Source: an optimization exercise on an open RTL-to-GDS flow (aim: small area and a short achievable clock period). Production flows keep margins and buffers that such runs may drop. In this exercise RTL edits were held to simulation tests only and were not proved equivalent to the original.

## run C
Design sprite_addr_gen, start of the top module:
module sprite_addr_gen #(
  parameter  int N_SPRITES = 4,
  parameter  int COORD_W   = 10,
  parameter  int ADDR_W    = 20,
  parameter  int FRAME_W   = 4,
  parameter  int ANIM_DIV  = 8,
  localparam int ID_W      = (N_SPRITES > 1) ? $clog2(N_SPRITES) : 1
) (
  input  logic                           frame_Clk,
  input  logic                           Reset,
  input  logic [COORD_W-1:0]             DrawX,
  input  logic [COORD_W-1:0]             DrawY,
  input  logic                           vsync_tick,
  input  logic [N_SPRITES-1:0]           anim_enable,
  input  logic [N_SPRITES-1:0]           anim_restart,
  input  logic [N_SPRITES-1:0]           sprite_flip,
  input  logic [N_SPRITES*COORD_W-1:0]   sprite_X,
  input  logic [N_SPRITES*COORD_W-1:0]   sprite_Y,
  input  logic [N_SPRITES*COORD_W-1:0]   sprite_W,
  input  logic [N_SPRITES*COORD_W-1:0]   sprite_H,
  input  logic [N_SPRITES*ADDR_W-1:0]    base_addr,
  input  logic [N_SPRITES*FRAME_W-1:0]   frame_count,
  output logic                           sprite_on,
  output logic [ID_W-1:0]                sprite_id,
  output logic [ADDR_W-1:0]              spriteAddress,
  output logic [N_SPRITES*FRAME_W-1:0]   frame_idx
);
  localparam int                DIV_W    = (ANIM_DIV > 1) ? $clog2(ANIM_DIV) : 1;
  localparam logic [DIV_W-1:0]  DIV_LAST = DIV_W'(ANIM_DIV - 1);
  logic [DIV_W-1:0]           div_cnt;
  logic                       advance;
  logic [N_SPRITES*FRAME_W-1:0] frame_q;
  logic                       any_hit;
  logic [ID_W-1:0]            win_id;
  logic [ADDR_W-1:0]          win_addr;
  assign advance = vsync_tick && (div_cnt == DIV_LAST);
  always_ff @(posedge frame_Clk) begin
    if (Reset) begin
      div_cnt <= '0;
    end else if (vsync_tick) begin
      div_cnt <= advance ? '0 : div_cnt + DIV_W'(1);
    end
  end
  for (genvar i = 0; i < N_SPRITES; i++) begin : g_chan
    logic [FRAME_W-1:0] count, eff_count, fq;
    logic [FRAME_W:0]   frame_inc;
    assign count     = frame_count[i*FRAME_W +: FRAME_W];
    assign fq        = frame_q[i*FRAME_W +: FRAME_W];
  ...
For scale: ~42 flip-flops, about 330 I/O pins, about 14000 um2 of cells after synthesis.
Settings: LEC_CHECK=0, ABC_AREA=1, CAP_MARGIN=20, CORE_MARGIN=2, CORE_UTILIZATION=47, SETUP_SLACK_MARGIN=2, SLEW_MARGIN=20, TNS_END_PERCENT=10; clock period 12.0 ns.
standard.sh (not shown) runs the stock make flow with config.mk's settings and CLKGATE_MAP_FILE= SYNTH_SCRIPT=/design/flow/synth_recipe.tcl, a recipe that flattens the netlist after the stock synthesis.
==> flow/flow/run.sh <==
#!/bin/bash
# Standard ORFS layout (the standard.sh, standard synthesis unchanged), except that the
# port buffers that placement inserts on every input and output use sky130_fd_sc_hd__buf_1
# instead of the tool's default pick (clkdlybuf4s50_1, a slow delay cell).
# Each make step's full output goes to its own log in this folder; ORFS's per-step logs stay
# under orfs/logs/.
set -euo pipefail
bash standard.sh synth > synth.log 2>&1
bash standard.sh BUFFER_PORTS_ARGS="-buffer_cell sky130_fd_sc_hd__buf_1" finish > layout.log 2>&1
The inputs of run D differ from those of run C as listed below.
- changing CORE_UTILIZATION from 47 to 55
- removing TNS_END_PERCENT (formerly 10)
==> comparison <==
Summary of the comparison: met3 layer usage reported by global route is higher in run D, relative to run C.
The lower post-route minimum period came out of run D.
Highest clock frequency the design can meet improves in run D relative to run C.
Compared with run C, total instance count after detailed placement in run D decreased by a few percent.
Run C -> run D: wire length of the first global-routing pass decreased by more than 10%

Setup of main:
sprite_addr_gen again, from the RTL that the note above started with.
export LEC_CHECK = 0
export ABC_AREA = 1
export CAP_MARGIN = 20
export CORE_MARGIN = 2
export CORE_UTILIZATION = 33
export SETUP_SLACK_MARGIN = 2
export SLEW_MARGIN = 20
export TNS_END_PERCENT = 10
create_clock -name core_clock -period 12.0 [get_ports {frame_Clk}]
Scripts as last shown in full above: flow/flow/run.sh
Both conditions hold for main: the flow ran to the end and the final layout passed the timing, DRC and antenna checks.
For the feature branch, these inputs were changed with respect to main:
- changing CORE_UTILIZATION from 33 to 40
- changing SETUP_SLACK_MARGIN from 2 to 3
Going from main to the feature branch, post-cts sizing count decreased by 29 relative to the old numbers, routed length per placed instance increased by about 2.4% relative to the old numbers.

Setup of old:
Starting RTL as in the previous note.
==> flow/config.mk <==
export PLATFORM = sky130hd
export DESIGN_NAME = sprite_addr_gen
export DESIGN_NICKNAME = sprite_addr_gen
export VERILOG_FILES = /design/flow/design.v
export SDC_FILE = /design/flow/constraint.sdc
export NUM_CORES = 4
export LEC_CHECK = 0
export ABC_AREA = 1
export CAP_MARGIN = 20
export CORE_MARGIN = 2
export CORE_UTILIZATION = 40
export SETUP_SLACK_MARGIN = 2
export SLEW_MARGIN = 20
export TNS_END_PERCENT = 10
==> flow/constraint.sdc <==
create_clock -name core_clock -period 12.0 [get_ports {frame_Clk}]
set_input_delay 2.4000 -clock core_clock [delete_from_list [all_inputs] [get_ports {frame_Clk}]]
set_output_delay 2.4000 -clock core_clock [all_outputs]
set_load 0.01 [all_outputs]
Scripts as last shown in full above: flow/flow/run.sh
old: no failed stages, no open violations at the end
Modified inputs, new compared to old
# old
export LEC_CHECK = 0
export ABC_AREA = 1
export CAP_MARGIN = 20
export CORE_MARGIN = 2
export CORE_UTILIZATION = 40
export SETUP_SLACK_MARGIN = 2
export SLEW_MARGIN = 20
export TNS_END_PERCENT = 10
create_clock -name core_clock -period 12.0 [get_ports {frame_Clk}]
# new
export LEC_CHECK = 0
export ABC_AREA = 1
export CAP_MARGIN = 20
export CORE_MARGIN = 2
export CORE_UTILIZATION = 40
export SETUP_SLACK_MARGIN = 2
export SLEW_MARGIN = 20
create_clock -name core_clock -period 12.0 [get_ports {frame_Clk}]
## What came out
Taking old as the reference, in new cell area after placement went up by 0.94%; final-layout fill cell count down 146; global placer's final weighted congestion shows an increase of about 2.3%; buffer count excluding the clock tree in the final layout went up by 57.
For the final cell count, new came in 55 higher than old did.
Diff old -> new: maximum clock frequency now sits higher.

sprite_addr_gen again, from the RTL that the note above started with.
Settings: LEC_CHECK=0, ABC_AREA=1, CAP_MARGIN=20, CORE_MARGIN=2, CORE_UTILIZATION=40, GPL_TIMING_DRIVEN=0, SETUP_SLACK_MARGIN=2, SLEW_MARGIN=20, TNS_END_PERCENT=10; clock period 12.0 ns.
Scripts as last shown in full above: flow/flow/run.sh
The first run ran to the end with no violations.
Rerun with:
==> flow/flow/run.sh (replaced) <==
#!/bin/bash
# Standard ORFS layout (the standard.sh, standard synthesis unchanged), except that:
#  - the port buffers that placement inserts on every input and output use
#    sky130_fd_sc_hd__buf_1 instead of the tool's default pick (clkdlybuf4s50_1);
#  - after global routing, ORFS's power-recovery step (repair_timing -recover_power)
#    downsizes gates off the critical paths.
# Each make step's full output goes to its own log in this folder; ORFS's per-step logs
# stay under orfs/logs/.
set -euo pipefail
bash standard.sh synth > synth.log 2>&1
bash standard.sh BUFFER_PORTS_ARGS="-buffer_cell sky130_fd_sc_hd__buf_1" RECOVER_POWER=100 finish > layout.log 2>&1
Settings changed: GPL_TIMING_DRIVEN 0 to not set.
Wire length fell by a few percent.
Final cell count is unchanged.
Critical path depth fell by 17.
Count of clock-buffer cells in the layout stays the same.
Rerun with:
==> flow/flow/run.sh (replaced) <==
#!/bin/bash
# Standard ORFS layout (the standard.sh, standard synthesis unchanged), except that the
# port buffers that placement inserts on every input and output use sky130_fd_sc_hd__buf_1
# instead of the tool's default pick (clkdlybuf4s50_1, a slow delay cell).
# Each make step's full output goes to its own log in this folder; ORFS's per-step logs stay
# under orfs/logs/.
set -euo pipefail
bash standard.sh synth > synth.log 2>&1
bash standard.sh BUFFER_PORTS_ARGS="-buffer_cell sky130_fd_sc_hd__buf_1" finish > layout.log 2>&1
Settings changed: CAP_MARGIN 20 to 5, SLEW_MARGIN 20 to 5.
Worst hold slack is worse by 0.0066 ns.
Worst setup slack improves by 0.38 ns.
Wire length climbs by 1.4%.
Global-route usage grows by 0.64 points.
Non-clock buffer count grows by 20.
Maximum frequency climbs by 3.5%.
Cell area went up by 2.0%.
Via count goes up by 0.46%.

==> what the ideal ports hide <==
The flow's constraints put no driver on any port. The routed layouts listed below were extracted and timed again, unchanged, in two steps.
Step 1 assumes that a clkbuf_16 drives the clock port and a buf_2 every other input.
Step 2 times the ports against the registers' clock, not the clock port: input delays grow and output delays shrink by t, the midpoint of the rising clock arrivals with the driver on.
Three values: ideal, step 1, step 2; two values: the first two.
run | shift t [ns] | slack for setup (ns) | worst setup path after step 2 | worst data-port slew with drivers (ns) | cell pins on the clock port's net
run C | 0.325 | 0.991 / 0.963 / 0.638 | input to register | 0.10 | 1
run D | 0.332 | 1.153 / 1.153 / 0.821 | input to register | 0.09 | 1
main | 0.318 | 1.176 / 1.190 / 0.872 | input to register | 0.06 | 1
the feature branch | 0.320 | 1.206 / 1.220 / 0.901 | input to register | 0.08 | 1
old | 0.320 | 1.206 / 1.220 / 0.901 | input to register | 0.08 | 1
new | 0.325 | 1.241 / 1.211 / 0.886 | input to register | 0.08 | 1
the first run of note 4 | 0.322 | 0.596 / 0.607 / 0.286 | input to register | 0.08 | 1
the second run of note 4 | 0.320 | 0.849 / 0.863 / 0.544 | input to register | 0.08 | 1
the third run of note 4 | 0.316 | 1.226 / 1.240 / 0.924 | input to register | 0.09 | 1
After both steps every run listed still meets setup and hold. For new, which loses most, drivers alone change the setup slack by -0.030 ns; drivers and shift together by -0.355 ns.
